This is an optimization exercise on Yosys and OpenROAD, whose aim is small area and a short achievable clock period, not a production implementation.
In this exercise RTL edits were held to simulation tests only and were not proved equivalent to the original.
Power figures rest on the tool's default switching activity, not on a simulated workload.

## cedar
==> flow/design.v <==
package usb_pkg;
  localparam int unsigned USB_BUF_DEPTH  = 64;
  localparam int unsigned USB_BUF_ADDR_W = 6;
  localparam logic [1:0] SIZE_BYTE = 2'd0;
  localparam logic [1:0] SIZE_HALF = 2'd1;
  localparam logic [1:0] SIZE_WORD = 2'd2;
  localparam logic [3:0] PID_OUT   = 4'b0001;
  localparam logic [3:0] PID_IN    = 4'b1001;
  localparam logic [3:0] PID_DATA0 = 4'b0011;
  localparam logic [3:0] PID_DATA1 = 4'b1011;
  localparam logic [3:0] PID_ACK   = 4'b0010;
  localparam logic [3:0] PID_NAK   = 4'b1010;
  localparam logic [3:0] PID_STALL = 4'b1110;
  function automatic logic [2:0] size_bytes(input logic [1:0] sz);
    logic [2:0] n;
    case (sz)
      SIZE_BYTE: n = 3'd1;
      SIZE_HALF: n = 3'd2;
      SIZE_WORD: n = 3'd4;
      default:   n = 3'd0;
    endcase
    size_bytes = n;
  endfunction
endpackage
module usb_buffer_mem
#(
  parameter int unsigned DEPTH  = usb_pkg::USB_BUF_DEPTH,
  parameter int unsigned ADDR_W = usb_pkg::USB_BUF_ADDR_W
) (
  input  logic              clk_i,
  input  logic [ADDR_W-1:0] waddr_i,
  input  logic [3:0]        wlane_en_i,
  input  logic [31:0]       wdata_i,
  input  logic [ADDR_W-1:0] raddr_i,
  output logic [31:0]       rdata_o
);
  localparam int unsigned Rows  = DEPTH / 4;
  localparam int unsigned RowW  = ADDR_W - 2;
  logic [7:0] bank_q [4][Rows];
  logic [7:0] bank_rd [4];
  for (genvar b = 0; b < 4; b++) begin : gen_bank
    logic [1:0]      wlane;
    logic [RowW-1:0] wrow, rrow;
    logic [7:0]      wbyte;
    logic            wen;
    assign wlane = 2'(b) - waddr_i[1:0];
    assign wrow  = waddr_i[ADDR_W-1:2] + RowW'(2'(b) < waddr_i[1:0]);
    assign wbyte = wdata_i[8*wlane +: 8];
    assign wen   = wlane_en_i[wlane];
    assign rrow  = raddr_i[ADDR_W-1:2] + RowW'(2'(b) < raddr_i[1:0]);
    assign bank_rd[b] = bank_q[b][rrow];
    for (genvar r = 0; r < Rows; r++) begin : gen_row
      always_ff @(posedge clk_i) begin
        if (wen && wrow == RowW'(r)) bank_q[b][r] <= wbyte;
      end
    end
  end
  for (genvar k = 0; k < 4; k++) begin : gen_lane
    logic [1:0] bsel;
    assign bsel = raddr_i[1:0] + 2'(k);
    assign rdata_o[8*k +: 8] = bank_rd[bsel];
  end
endmodule
module usb_data_buffer
#(
  parameter int unsigned DEPTH  = usb_pkg::USB_BUF_DEPTH,
  parameter int unsigned ADDR_W = usb_pkg::USB_BUF_ADDR_W
) (
  input  logic              clk,
  input  logic              n_rst,
  input  logic              flush,
  input  logic              clear,
  input  logic              store_rx_packet_data,
  input  logic [7:0]        rx_packet_data,
  input  logic              get_rx_data,
  input  logic              store_tx_data,
  input  logic [1:0]        data_size,
  input  logic [31:0]       tx_data,
  output logic [31:0]       rx_data,
  input  logic              get_tx_packet_data,
  output logic [7:0]        tx_packet_data,
  output logic [ADDR_W:0]   buffer_occupancy
);
  localparam int unsigned CntW = ADDR_W + 1;
  logic [ADDR_W-1:0] rd_ptr_q, rd_ptr_d;
  logic [ADDR_W-1:0] wr_ptr_q, wr_ptr_d;
  logic [CntW-1:0]   occ_q, occ_d;
  logic [2:0]  push_size, pop_size, push_cnt, pop_cnt, rx_size;
  logic [31:0] push_data, win;
  logic [3:0]  slot_free;
  always_comb begin
    push_size = '0;
    if (store_rx_packet_data) begin
      push_size = 3'd1;
    end else if (store_tx_data) begin
      push_size = usb_pkg::size_bytes(data_size);
    end
    pop_size = '0;
    if (get_tx_packet_data) begin
      pop_size = 3'd1;
    end else if (get_rx_data) begin
      pop_size = usb_pkg::size_bytes(data_size);
    end
    push_cnt = (occ_q + CntW'(push_size) <= CntW'(DEPTH)) ? push_size : '0;
    pop_cnt  = (occ_q >= CntW'(pop_size)) ? pop_size : '0;
    wr_ptr_d = wr_ptr_q + ADDR_W'(push_cnt);
    rd_ptr_d = rd_ptr_q + ADDR_W'(pop_cnt);
    occ_d    = occ_q + CntW'(push_cnt) - CntW'(pop_cnt);
    if (flush || clear) begin
      wr_ptr_d = '0;
      rd_ptr_d = '0;
      occ_d    = '0;
    end
  end
  always_ff @(posedge clk or negedge n_rst) begin
    if (!n_rst) begin
      rd_ptr_q <= '0;
      wr_ptr_q <= '0;
      occ_q    <= '0;
    end else begin
      rd_ptr_q <= rd_ptr_d;
      wr_ptr_q <= wr_ptr_d;
      occ_q    <= occ_d;
    end
  end
  for (genvar k = 0; k < 4; k++) begin : gen_free
    assign slot_free[k] = occ_q < CntW'(DEPTH - k);
  end
  assign push_data = store_rx_packet_data ? {tx_data[31:8], rx_packet_data} : tx_data;
  usb_buffer_mem #(
    .DEPTH  (DEPTH),
    .ADDR_W (ADDR_W)
  ) u_mem (
    .clk_i      (clk),
    .waddr_i    (wr_ptr_q),
    .wlane_en_i (slot_free),
    .wdata_i    (push_data),
    .raddr_i    (rd_ptr_q),
    .rdata_o    (win)
  );
  always_comb begin
    rx_size = usb_pkg::size_bytes(data_size);
    rx_data = '0;
    for (int k = 0; k < 4; k++) begin
      if (rx_size > 3'(k) && occ_q > CntW'(k)) begin
        rx_data[8*k +: 8] = win[8*k +: 8];
      end
    end
    tx_packet_data = (occ_q != '0) ? win[7:0] : 8'h00;
  end
  assign buffer_occupancy = occ_q;
endmodule
clock: 7.0 ns
lec_check: 0
cap_margin: 20
core_margin: 2
core_utilization: 30
slew_margin: 20
run.sh (not shown) runs the stock make flow with config.mk's settings and CLKGATE_MAP_FILE= SYNTH_SCRIPT=/design/flow/synth_recipe.tcl, a recipe that flattens the netlist after the stock synthesis.
### cedar -> quartz
==> flow/design.v, changed modules only <==
module usb_buffer_mem
#(
  parameter int unsigned DEPTH  = usb_pkg::USB_BUF_DEPTH,
  parameter int unsigned ADDR_W = usb_pkg::USB_BUF_ADDR_W
) (
  input  logic              clk_i,
  input  logic [ADDR_W-1:0] waddr_i,
  input  logic [2:0]        wcount_i,
  input  logic [31:0]       wdata_i,
  input  logic [ADDR_W-1:0] raddr_i,
  output logic [31:0]       rdata_o
);
  localparam int unsigned Rows  = DEPTH / 4;
  localparam int unsigned RowW  = ADDR_W - 2;
  logic [7:0] bank_q [4][Rows];
  logic [7:0] bank_rd [4];
  for (genvar b = 0; b < 4; b++) begin : gen_bank
    logic [1:0]      wlane, rlane;
    logic [RowW-1:0] wrow, rrow;
    logic [7:0]      wbyte;
    logic            wen;
    assign wlane = 2'(b) - waddr_i[1:0];
    assign wrow  = waddr_i[ADDR_W-1:2] + RowW'(2'(b) < waddr_i[1:0]);
    assign wbyte = wdata_i[8*wlane +: 8];
    assign wen   = wcount_i > {1'b0, wlane};
    assign rrow  = raddr_i[ADDR_W-1:2] + RowW'(2'(b) < raddr_i[1:0]);
    assign bank_rd[b] = bank_q[b][rrow];
    for (genvar r = 0; r < Rows; r++) begin : gen_row
      always_ff @(posedge clk_i) begin
        if (wen && wrow == RowW'(r)) bank_q[b][r] <= wbyte;
      end
    end
  end
  for (genvar k = 0; k < 4; k++) begin : gen_lane
    logic [1:0] bsel;
    assign bsel = raddr_i[1:0] + 2'(k);
    assign rdata_o[8*k +: 8] = bank_rd[bsel];
  end
endmodule
module usb_data_buffer
#(
  parameter int unsigned DEPTH  = usb_pkg::USB_BUF_DEPTH,
  parameter int unsigned ADDR_W = usb_pkg::USB_BUF_ADDR_W
) (
  input  logic              clk,
  input  logic              n_rst,
  input  logic              flush,
  input  logic              clear,
  input  logic              store_rx_packet_data,
  input  logic [7:0]        rx_packet_data,
  input  logic              get_rx_data,
  input  logic              store_tx_data,
  input  logic [1:0]        data_size,
  input  logic [31:0]       tx_data,
  output logic [31:0]       rx_data,
  input  logic              get_tx_packet_data,
  output logic [7:0]        tx_packet_data,
  output logic [ADDR_W:0]   buffer_occupancy
);
  localparam int unsigned CntW = ADDR_W + 1;
  logic [ADDR_W-1:0] rd_ptr_q, rd_ptr_d;
  logic [ADDR_W-1:0] wr_ptr_q, wr_ptr_d;
  logic [CntW-1:0]   occ_q, occ_d;
  logic [2:0]  push_size, pop_size, push_cnt, pop_cnt, rx_size;
  logic [31:0] push_data, win;
  always_comb begin
    push_size = '0;
    push_data = '0;
    if (store_rx_packet_data) begin
      push_size = 3'd1;
      push_data = {24'h0, rx_packet_data};
    end else if (store_tx_data) begin
      push_size = usb_pkg::size_bytes(data_size);
      push_data = tx_data;
    end
    pop_size = '0;
    if (get_tx_packet_data) begin
      pop_size = 3'd1;
    end else if (get_rx_data) begin
      pop_size = usb_pkg::size_bytes(data_size);
    end
    push_cnt = (occ_q + CntW'(push_size) <= CntW'(DEPTH)) ? push_size : '0;
    pop_cnt  = (occ_q >= CntW'(pop_size)) ? pop_size : '0;
    wr_ptr_d = wr_ptr_q + ADDR_W'(push_cnt);
    rd_ptr_d = rd_ptr_q + ADDR_W'(pop_cnt);
    occ_d    = occ_q + CntW'(push_cnt) - CntW'(pop_cnt);
    if (flush || clear) begin
      push_cnt = '0;
      pop_cnt  = '0;
      wr_ptr_d = '0;
      rd_ptr_d = '0;
      occ_d    = '0;
    end
  end
  always_ff @(posedge clk or negedge n_rst) begin
    if (!n_rst) begin
      rd_ptr_q <= '0;
      wr_ptr_q <= '0;
      occ_q    <= '0;
    end else begin
      rd_ptr_q <= rd_ptr_d;
      wr_ptr_q <= wr_ptr_d;
      occ_q    <= occ_d;
    end
  end
  usb_buffer_mem #(
    .DEPTH  (DEPTH),
    .ADDR_W (ADDR_W)
  ) u_mem (
    .clk_i    (clk),
    .waddr_i  (wr_ptr_q),
    .wcount_i (push_cnt),
    .wdata_i  (push_data),
    .raddr_i  (rd_ptr_q),
    .rdata_o  (win)
  );
  always_comb begin
    rx_size = usb_pkg::size_bytes(data_size);
    rx_data = '0;
    for (int k = 0; k < 4; k++) begin
      if (rx_size > 3'(k) && occ_q > CntW'(k)) begin
        rx_data[8*k +: 8] = win[8*k +: 8];
      end
    end
    tx_packet_data = (occ_q != '0) ? win[7:0] : 8'h00;
  end
  assign buffer_occupancy = occ_q;
endmodule
--- outcome ---
quartz against cedar: count of buffer and inverter cells on the critical path moved up; routability-driven placement congestion ratio now larger; clock network fraction of design power shrank by 0.5 points. Total overflow reported by the global router came out exactly the same in quartz and cedar. Sort quartz and cedar by number of vias per cell after detailed routing, ascending, and quartz comes first. The final count of negative-setup-slack endpoints on cedar is in line with that on quartz. Summary of quartz over cedar: number of cells traversed by the worst register-to-register path shows a reduction of 3; number of clock buffers in the layout shows an increase of 3.3%; cell area power density shows a reduction of 22 nW/µm².

-- re-timing with driven ports --
The flow's constraints put no driver on any port. The routed layouts listed below were extracted and timed again, unchanged, in two steps. Step 1, drivers: a clkbuf_16 drives clk and a buf_2 each remaining input, both assumed. Step 2 moves the port delays by t, midway between the first and last clock arrival at a register: inputs arrive t later, outputs are due t later. That takes back most of the time a late clock gives input paths. a / b / c = ideal ports / drivers / drivers and shift; a / b = the first two.
run	t (ns)	slack for setup (ns)	worst register clock-pin slew, ns
cedar	0.685	0.161 / 0.096 / 0.578	0.07 / 0.07
quartz	0.677	0.096 / 0.036 / 0.218	0.07 / 0.07
After both steps setup and hold are still met in every run listed.
